This design comes from an exercise in tuning for small area, a short achievable clock period and few clock cycles per item on the open sky130 flow, not from production work. Only simulation tests tie the RTL to the original design; equivalence was not proved.

==> design/flow/design.v <==
package aob_pkg;
  localparam int CHAN_W = 8;               
  localparam int NUM_CHAN = 3;             
  localparam int PIX_W = 32;               
  localparam int NUM_W = 2 * CHAN_W;       
  localparam int QUO_BITS = CHAN_W;        
  localparam int PRE_STAGES = 4;           
  localparam int NUM_STAGES = PRE_STAGES + QUO_BITS;
  localparam logic [CHAN_W-1:0] ALPHA_OPAQUE = 8'hFF;
  localparam logic [CHAN_W-1:0] ALPHA_CLEAR = 8'h00;
  typedef logic [CHAN_W-1:0] chan_t;
  typedef logic [NUM_W-1:0] num_t;
  typedef logic [PIX_W-1:0] pix_t;
  typedef logic [NUM_CHAN-1:0][NUM_W-1:0] num_vec_t;
  typedef logic [NUM_CHAN-1:0][CHAN_W-1:0] quo_vec_t;
endpackage
module argb_over_blend_unit (
  input  logic                clk,
  input  logic                rst_n,
  input  logic                in_valid,
  output logic                in_stall,
  input  aob_pkg::pix_t       in_fg_argb,
  input  aob_pkg::pix_t       in_bg_argb,
  output logic                out_valid,
  input  logic                out_stall,
  output aob_pkg::pix_t       out_argb
);
  localparam int NST = aob_pkg::NUM_STAGES;
  localparam int QB = aob_pkg::QUO_BITS;
  localparam int NCH = aob_pkg::NUM_CHAN;
  localparam int CW = aob_pkg::CHAN_W;
  localparam int NW = aob_pkg::NUM_W;
  localparam int PW = aob_pkg::PIX_W;
  logic [NST-1:0] vld_r;
  logic           out_valid_r;
  logic [NST:0]   rdy;
  logic [PW-1:0]     s1_fg_r, s1_bg_r;
  logic [NW-1:0]     s1_prod_r;
  logic [PW-1:0]     s2_fg_r, s2_bg_r;
  logic [CW-1:0]     s2_a_r, s2_s_r, s2_oa_r;
  logic [NCH*NW-1:0] s3_pfa_r, s3_pbs_r;
  logic [CW-1:0]     s3_oa_r;
  logic              s3_byp_r;
  logic [PW-1:0]     s3_bg_r;
  logic [NCH*NW-1:0] s4_num_r;
  logic [CW-1:0]     s4_oa_r;
  logic              s4_byp_r;
  logic [PW-1:0]     s4_bg_r;
  logic [QB*NCH*NW-1:0] dv_rem_r;
  logic [QB*NCH*CW-1:0] dv_q_r;
  logic [QB*CW-1:0]     dv_oa_r;
  logic [QB-1:0]        dv_byp_r;
  logic [QB*PW-1:0]     dv_bg_r;
  logic [PW-1:0]     out_argb_r;
  logic [QB*NCH*NW-1:0] dv_in_rem;
  logic [QB*NCH*CW-1:0] dv_in_q;
  logic [QB*CW-1:0]     dv_in_oa;
  logic [QB-1:0]        dv_in_byp;
  logic [QB*PW-1:0]     dv_in_bg;
  logic [QB*NCH*NW-1:0] dv_rem_nxt;
  logic [QB*NCH*CW-1:0] dv_q_nxt;
  logic [CW-1:0]     in_a, in_ia;
  logic [NW:0]       div255_sum;
  logic [CW-1:0]     s2_s_nxt;
  logic [CW:0]       s2_oa_wide;
  logic [NCH*NW-1:0] s3_pfa_nxt, s3_pbs_nxt, s4_num_nxt;
  logic [PW-1:0]     out_argb_nxt;
  assign rdy[NST] = !out_valid_r || !out_stall;
  for (genvar k = NST - 1; k >= 0; k--) begin : g_rdy
    assign rdy[k] = !vld_r[k] || rdy[k+1];
  end
  assign in_stall = !rdy[0];
  assign in_a  = in_fg_argb[31:24];
  assign in_ia = aob_pkg::ALPHA_OPAQUE - in_a;
  assign div255_sum = {1'b0, s1_prod_r} + {9'd0, s1_prod_r[15:8]} + 17'd1;
  assign s2_s_nxt   = div255_sum[15:8];
  assign s2_oa_wide = {1'b0, s1_fg_r[31:24]} + {1'b0, s2_s_nxt};
  for (genvar c = 0; c < NCH; c++) begin : g_chan
    assign s3_pfa_nxt[c*NW +: NW] = s2_fg_r[c*CW +: CW] * s2_a_r;
    assign s3_pbs_nxt[c*NW +: NW] = s2_bg_r[c*CW +: CW] * s2_s_r;
    assign s4_num_nxt[c*NW +: NW] = s3_pfa_r[c*NW +: NW] + s3_pbs_r[c*NW +: NW];
  end
  assign dv_in_rem[0 +: NCH*NW] = s4_num_r;
  assign dv_in_q[0 +: NCH*CW]   = '0;
  assign dv_in_oa[0 +: CW]      = s4_oa_r;
  assign dv_in_byp[0]           = s4_byp_r;
  assign dv_in_bg[0 +: PW]      = s4_bg_r;
  for (genvar j = 1; j < QB; j++) begin : g_dv_link
    assign dv_in_rem[j*NCH*NW +: NCH*NW] = dv_rem_r[(j-1)*NCH*NW +: NCH*NW];
    assign dv_in_q[j*NCH*CW +: NCH*CW]   = dv_q_r[(j-1)*NCH*CW +: NCH*CW];
    assign dv_in_oa[j*CW +: CW]          = dv_oa_r[(j-1)*CW +: CW];
    assign dv_in_byp[j]                  = dv_byp_r[j-1];
    assign dv_in_bg[j*PW +: PW]          = dv_bg_r[(j-1)*PW +: PW];
  end
  for (genvar j = 0; j < QB; j++) begin : g_dv_stage
    for (genvar c = 0; c < NCH; c++) begin : g_dv_chan
      logic [NW-1:0] trial;
      logic [NW-1:0] rem;
      logic [CW-1:0] q;
      logic          take;
      assign trial = {{(NW-CW){1'b0}}, dv_in_oa[j*CW +: CW]} << (QB - 1 - j);
      assign rem   = dv_in_rem[(j*NCH+c)*NW +: NW];
      assign q     = dv_in_q[(j*NCH+c)*CW +: CW];
      assign take  = (rem >= trial);
      assign dv_rem_nxt[(j*NCH+c)*NW +: NW] = take ? (rem - trial) : rem;
      assign dv_q_nxt[(j*NCH+c)*CW +: CW]   = q | ({{(CW-1){1'b0}}, take} << (QB - 1 - j));
    end
  end
  assign out_argb_nxt = dv_byp_r[QB-1] ? dv_bg_r[(QB-1)*PW +: PW]
                                       : {dv_oa_r[(QB-1)*CW +: CW], dv_q_r[(QB-1)*NCH*CW +: NCH*CW]};
  always_ff @(posedge clk) begin
    if (!rst_n) begin
      vld_r       <= '0;
      out_valid_r <= 1'b0;
    end else begin
      if (rdy[0]) begin
        vld_r[0] <= in_valid;
      end
      for (int k = 1; k < NST; k++) begin
        if (rdy[k]) begin
          vld_r[k] <= vld_r[k-1];
        end
      end
      if (rdy[NST]) begin
        out_valid_r <= vld_r[NST-1];
      end
    end
  end
  always_ff @(posedge clk) begin
    if (rdy[0]) begin
      s1_fg_r   <= in_fg_argb;
      s1_bg_r   <= in_bg_argb;
      s1_prod_r <= in_bg_argb[31:24] * in_ia;
    end
    if (rdy[1]) begin
      s2_fg_r <= s1_fg_r;
      s2_bg_r <= s1_bg_r;
      s2_a_r  <= s1_fg_r[31:24];
      s2_s_r  <= s2_s_nxt;
      s2_oa_r <= s2_oa_wide[CW-1:0];
    end
    if (rdy[2]) begin
      s3_pfa_r <= s3_pfa_nxt;
      s3_pbs_r <= s3_pbs_nxt;
      s3_oa_r  <= s2_oa_r;
      s3_byp_r <= (s2_a_r == aob_pkg::ALPHA_CLEAR);
      s3_bg_r  <= s2_bg_r;
    end
    if (rdy[3]) begin
      s4_num_r <= s4_num_nxt;
      s4_oa_r  <= s3_oa_r;
      s4_byp_r <= s3_byp_r;
      s4_bg_r  <= s3_bg_r;
    end
    if (rdy[NST]) begin
      out_argb_r <= out_argb_nxt;
    end
  end
  for (genvar j = 0; j < QB; j++) begin : g_dv_reg
    always_ff @(posedge clk) begin
      if (rdy[aob_pkg::PRE_STAGES + j]) begin
        dv_rem_r[j*NCH*NW +: NCH*NW] <= dv_rem_nxt[j*NCH*NW +: NCH*NW];
        dv_q_r[j*NCH*CW +: NCH*CW]   <= dv_q_nxt[j*NCH*CW +: NCH*CW];
        dv_oa_r[j*CW +: CW]          <= dv_in_oa[j*CW +: CW];
        dv_byp_r[j]                  <= dv_in_byp[j];
        dv_bg_r[j*PW +: PW]          <= dv_in_bg[j*PW +: PW];
      end
    end
  end
  assign out_valid = out_valid_r;
  assign out_argb  = out_argb_r;
endmodule
==> design/flow/run.sh <==
#!/bin/bash
# synth_recipe.tcl (not shown) runs the flow's synth.tcl, then flattens the netlist and writes it again
# the make line also repeats each setting of config.mk as NAME=value (left out here)
make -C /OpenROAD-flow-scripts/flow DESIGN_CONFIG=/design/flow/config.mk WORK_HOME=/design/flow/orfs CLKGATE_MAP_FILE= SYNTH_SCRIPT=/design/flow/synth_recipe.tcl finish
==> design/flow/config.mk <==
export PLATFORM = sky130hd
export DESIGN_NAME = argb_over_blend_unit
export DESIGN_NICKNAME = argb_over_blend_unit
export VERILOG_FILES = /design/flow/design.v
export SDC_FILE = /design/flow/constraint.sdc
export NUM_CORES = 4
export LEC_CHECK = 0
export CAP_MARGIN = 20
export CORE_MARGIN = 2
export CORE_UTILIZATION = 40
export SLEW_MARGIN = 20
==> design/flow/constraint.sdc <==
create_clock -name core_clock -period 6.0 [get_ports {clk}]
set_input_delay 1.2000 -clock core_clock [delete_from_list [all_inputs] [get_ports {clk}]]
set_output_delay 1.2000 -clock core_clock [all_outputs]
set_load 0.01 [all_outputs]
==> metrics.json <==
{
  "clock_tree": {
    "cts_sinks": 1203,
    "worst_skew_pair.late_latency_ps": 760,
    "cts_tree": "done",
    "cts.repair_timing.setup_buffer_count": 0,
    "htree_levels": 3,
    "ctsHoldBuffers": 0,
    "clk_pin_slew_ps": 60,
    "cts_root_buf": "sky130_fd_sc_hd__clkbuf_16",
    "cts_made_buffers": 119,
    "ctsLongestPathBuffers": 3,
    "cts-resized-gates": 0
  },
  "routing": {
    "first_pass_iters": 5,
    "route.detailed.drc": 0,
    "initialDrtViolationCount": 2041,
    "detail_route.vias_per_cell": 4.915,
    "ant_nets": 0,
    "routed_wirelength_um": 129900,
    "wl_per_cell_um": 17.26,
    "vias_post_dr": 36980
  },
  "synthesis": {
    "yosys.area_share.simple": 0.1068,
    "synth-xor-area-share": 0.03674,
    "ys_types": 80,
    "synth_warnings": 1,
    "synth_enable_flop_cells": 1190,
    "synth.net_count": 5869,
    "synth-adder-area-share": 0.1813,
    "combinational_family_with_the_most_area_after_synthesis": "adder cells",
    "ys_seq_elements": 1203,
    "synth-async-reset-ratio": 0,
    "postSynthCellCount": 5021,
    "synth_area_sq_mm": 0.06532,
    "synth-main-ff-cell": "sky130_fd_sc_hd__edfxtp_1",
    "synth_compound_area_frac": 0.07245,
    "synthesis.area_per_instance_sq_um": 13.01,
    "synth.yosys.seq_area_share": 0.5511,
    "synth.area.mux_share": 0.01542
  },
  "floorplanning": {
    "std_cell_rows": 148,
    "die-height_um": 408.1,
    "initial_core_util": 0.4022,
    "die_w_um": 408.1,
    "core_area_sq_mm": 0.1624,
    "die_area_sq_mm": 0.1665,
    "top_level_ports": 102
  },
  "global_route": {
    "met2_usage": 0.2763,
    "gr-usage-met1": 0.2018,
    "first_global_vias": 37780,
    "grtUsageTotal": 0.1575,
    "globalRoute.busiestLayer": "met2",
    "grt_antenna_before_repair": 0,
    "globalRoute.totalOverflow": 0,
    "grt_start_max_net_pins": 73,
    "groute.layer.met3.usage": 0.02146,
    "grt_pass1_wl_um": 208800
  },
  "worst_setup_path": {
    "crit_path_start_kind": "flip-flop",
    "timing.critical_path.fanout_max": 25,
    "critPathCaptureType": "flip-flop",
    "worstSetupPathType": "reg -> reg",
    "worstPathArrival_ps": 5960,
    "crit_required_ps": 6460
  },
  "place": {
    "final_weighted_congestion_of_routability_driven_global_placement": 0.8793,
    "detailedPlacementHpwl_um": 98680,
    "numPortBuffers": 101,
    "place_worst_setup_slack_ps": -51.47
  },
  "run": {
    "cap_violations": 0
  },
  "sta": {
    "relSlewSlack": 0.3336,
    "timing.final.hold_violations": 0,
    "timing_max_transition_violations_final": 0,
    "final.period_utilization": 0.9172,
    "hold_ws_ps": 376.9,
    "fin_ws_ps": 497.0,
    "setup_viol": 0,
    "tightest_slew_ps": 999.6,
    "final.min_clock_period_ps": 5503,
    "final_worst_clock_skew_ps": 62.20,
    "grt_setup_unrepaired": "no",
    "timing.fmax_mhz": 181.7
  },
  "min_path": {
    "min_path_type": "reg -> reg"
  },
  "cells_and_area": {
    "mostFrequentLayoutCells": "sky130_fd_sc_hd__edfxtp_1, sky130_fd_sc_hd__inv_1, sky130_fd_sc_hd__ha_1, sky130_fd_sc_hd__and2_1, sky130_fd_sc_hd__fa_1",
    "share_of_layout_cells_above_drive_strength_1": 0.06789,
    "area_delta_synth_final_pct": 12.31,
    "finish.net_count": 6097,
    "leading_cell_type_in_the_layout_fill_and_taps_excluded": "sky130_fd_sc_hd__edfxtp_1"
  },
  "run_status": {
    "run_status": "timing/DRC/antenna clean"
  }
}
-- logic make-up after synthesis --
group / count (synthesis)
flip-flops: 1203
multiplexers: 91
adder cells (fa/ha/maj): 780
XOR/XNOR: 274
AND/OR/NAND/NOR: 1298
AO/OA/AOI/OAI: 751
buffers and inverters: 624
-- per-layer routing --
| metal | part of all wire | up-vias |
|---|---|---|
| met5 | 0 | - |
| met4 | 0.031 | 0 |
| met3 | 0.031 | 215 |
| met2 | 0.50 | 561 |
| met1 | 0.44 | 17870 |
| li1 | - | 18330 |
-- sequential cells by signal, indices dropped and copies added (netlist names), 8 cells and up --
| register | count |
|---|---|
| s2_fg_r | 24 |
| dv_q_r | 108 |
| s3_pbs_r | 48 |
| s3_bg_r | 32 |
| s2_bg_r | 32 |
| s3_pfa_r | 48 |
| dv_oa_r | 64 |
| s4_oa_r | 8 |
| dv_byp_r | 8 |
| s1_bg_r | 32 |
| s2_a_r | 8 |
| s3_oa_r | 8 |
| s2_s_r | 8 |
| out_argb_r | 32 |
| dv_in_rem | 336 |
| vld_r | 12 |
| dv_bg_r | 256 |
| s4_bg_r | 32 |
| s4_num_r | 48 |
| s2_oa_r | 8 |
| s1_fg_r | 32 |
| s1_prod_r | 16 |
-- critical path, cell delays in order (launching register included) --
cell and delay (ps):
sky130_fd_sc_hd__edfxtp_1 990, sky130_fd_sc_hd__nand2_1 180, sky130_fd_sc_hd__fa_1 540, sky130_fd_sc_hd__fa_1 540, sky130_fd_sc_hd__inv_1 50, sky130_fd_sc_hd__fa_1 470
sky130_fd_sc_hd__inv_1 40, sky130_fd_sc_hd__fa_1 470, sky130_fd_sc_hd__inv_1 40, sky130_fd_sc_hd__ha_1 310, sky130_fd_sc_hd__o21a_1 120, sky130_fd_sc_hd__o31a_1 130
sky130_fd_sc_hd__o211ai_1 240, sky130_fd_sc_hd__a21oi_1 100, sky130_fd_sc_hd__a2111oi_0 690, sky130_fd_sc_hd__a21oi_1 180, sky130_fd_sc_hd__xnor2_1 160
-- area by class of cell --
type	count	area (sq um)
Multi-Input combinational cell	3194	27030
Inverter	557	2100
Clock buffer	137	3067
Antenna cell	1	2.502
Timing Repair Buffer	174	1572
Clock inverter	82	867.1
Tap cell	2175	2721
Sequential cell	1203	35990
Fill cell	14570	89040
-- synthesized netlist by cell type, types with 6 or more instances --
cell type,number,area share
sky130_fd_sc_hd__o31a_1,16,0.0021
sky130_fd_sc_hd__nor2_1,210,0.012
sky130_fd_sc_hd__nor4_1,29,0.0028
sky130_fd_sc_hd__mux2_2,69,0.012
sky130_fd_sc_hd__o41ai_1,7,0.00094
sky130_fd_sc_hd__dfxtp_1,13,0.0040
sky130_fd_sc_hd__nand2b_1,51,0.0049
sky130_fd_sc_hd__nor2b_1,122,0.012
sky130_fd_sc_hd__o31ai_1,22,0.0025
sky130_fd_sc_hd__clkbuf_1,54,0.0031
sky130_fd_sc_hd__edfxtp_1,1190,0.55
sky130_fd_sc_hd__and3_1,19,0.0018
sky130_fd_sc_hd__o21ai_0,205,0.016
sky130_fd_sc_hd__o211ai_1,23,0.0026
sky130_fd_sc_hd__nand3_1,49,0.0038
sky130_fd_sc_hd__or4b_2,8,0.0012
sky130_fd_sc_hd__a211oi_1,26,0.0030
sky130_fd_sc_hd__a2111oi_0,9,0.0012
sky130_fd_sc_hd__a21oi_1,219,0.017
sky130_fd_sc_hd__nor4b_1,6,0.00080
sky130_fd_sc_hd__xor2_1,87,0.012
sky130_fd_sc_hd__nor3_1,75,0.0057
sky130_fd_sc_hd__or2_2,11,0.0011
sky130_fd_sc_hd__buf_2,8,0.00061
sky130_fd_sc_hd__nand4b_1,11,0.0015
sky130_fd_sc_hd__a21boi_0,29,0.0033
sky130_fd_sc_hd__o21bai_1,6,0.00069
sky130_fd_sc_hd__mux2i_1,20,0.0031
sky130_fd_sc_hd__a21o_1,59,0.0068
sky130_fd_sc_hd__nand2_1,275,0.016
sky130_fd_sc_hd__or3_1,29,0.0028
sky130_fd_sc_hd__xnor2_1,187,0.025
sky130_fd_sc_hd__o21a_1,62,0.0071
sky130_fd_sc_hd__and2_1,321,0.031
sky130_fd_sc_hd__ha_1,503,0.096
sky130_fd_sc_hd__inv_1,557,0.032
sky130_fd_sc_hd__fa_1,277,0.085
sky130_fd_sc_hd__nand4_1,25,0.0024
sky130_fd_sc_hd__or4_1,26,0.0030
sky130_fd_sc_hd__a31oi_1,21,0.0020
-- per-stage QoR --
| step | cells | setup TNS [ps] | utilization | area (sq um) |
|---|---|---|---|---|
| after floorplan | 5021 | -107880 | - | 65350 |
| after global placement | 7303 | -1.124 | 0.4274 | 69420 |
| after detailed placement | 7303 | -51.47 | 0.4274 | 69420 |
| after CTS | 7522 | 0 | 0.4517 | 73350 |
| after global routing | 7522 | 0 | 0.4517 | 73350 |
| final | 7523 | 0 | 0.4517 | 73360 |
-- final timing paths --
kind / startpoint / end / cells after the start / slack (ps)
max: s2_a_r[2] / s3_pfa_r[47] / 16 / 500
min: s4_bg_r[11] / dv_bg_r[11] / 0 / 380
max reg2reg: s2_a_r[2] / s3_pfa_r[47] / 16 / 500
min reg2reg: s4_bg_r[11] / dv_bg_r[11] / 0 / 380
Testbench counts, summed over its fixed seeds: cycles 16,104, items 16,000.

-- what the ideal ports hide --
No port has a modelled driver above. Below, the same layout with a new extraction and two added sets of constraints. Step 1 assumes that a clkbuf_16 drives the clock port and a buf_2 every other input. Step 2 adds t to the input delays and takes it off the output delays; t is the mean of the earliest and latest rising clock arrival at the registers after step 1. Input paths then give back, and output paths get back, about the clock's delay inside the block. a / b / c = no drivers / after step 1 / after step 2; a / b = the first two.
t (ns): 0.805
setup slack, ns: 0.497 / 0.497 / -0.116
clock arrival spread, ns: 0.064 / 0.064
Met with ideal ports but missed after step 2: setup timing in this run. For this run, drivers alone change the setup slack by 0.000 ns; drivers and shift together by -0.613 ns.
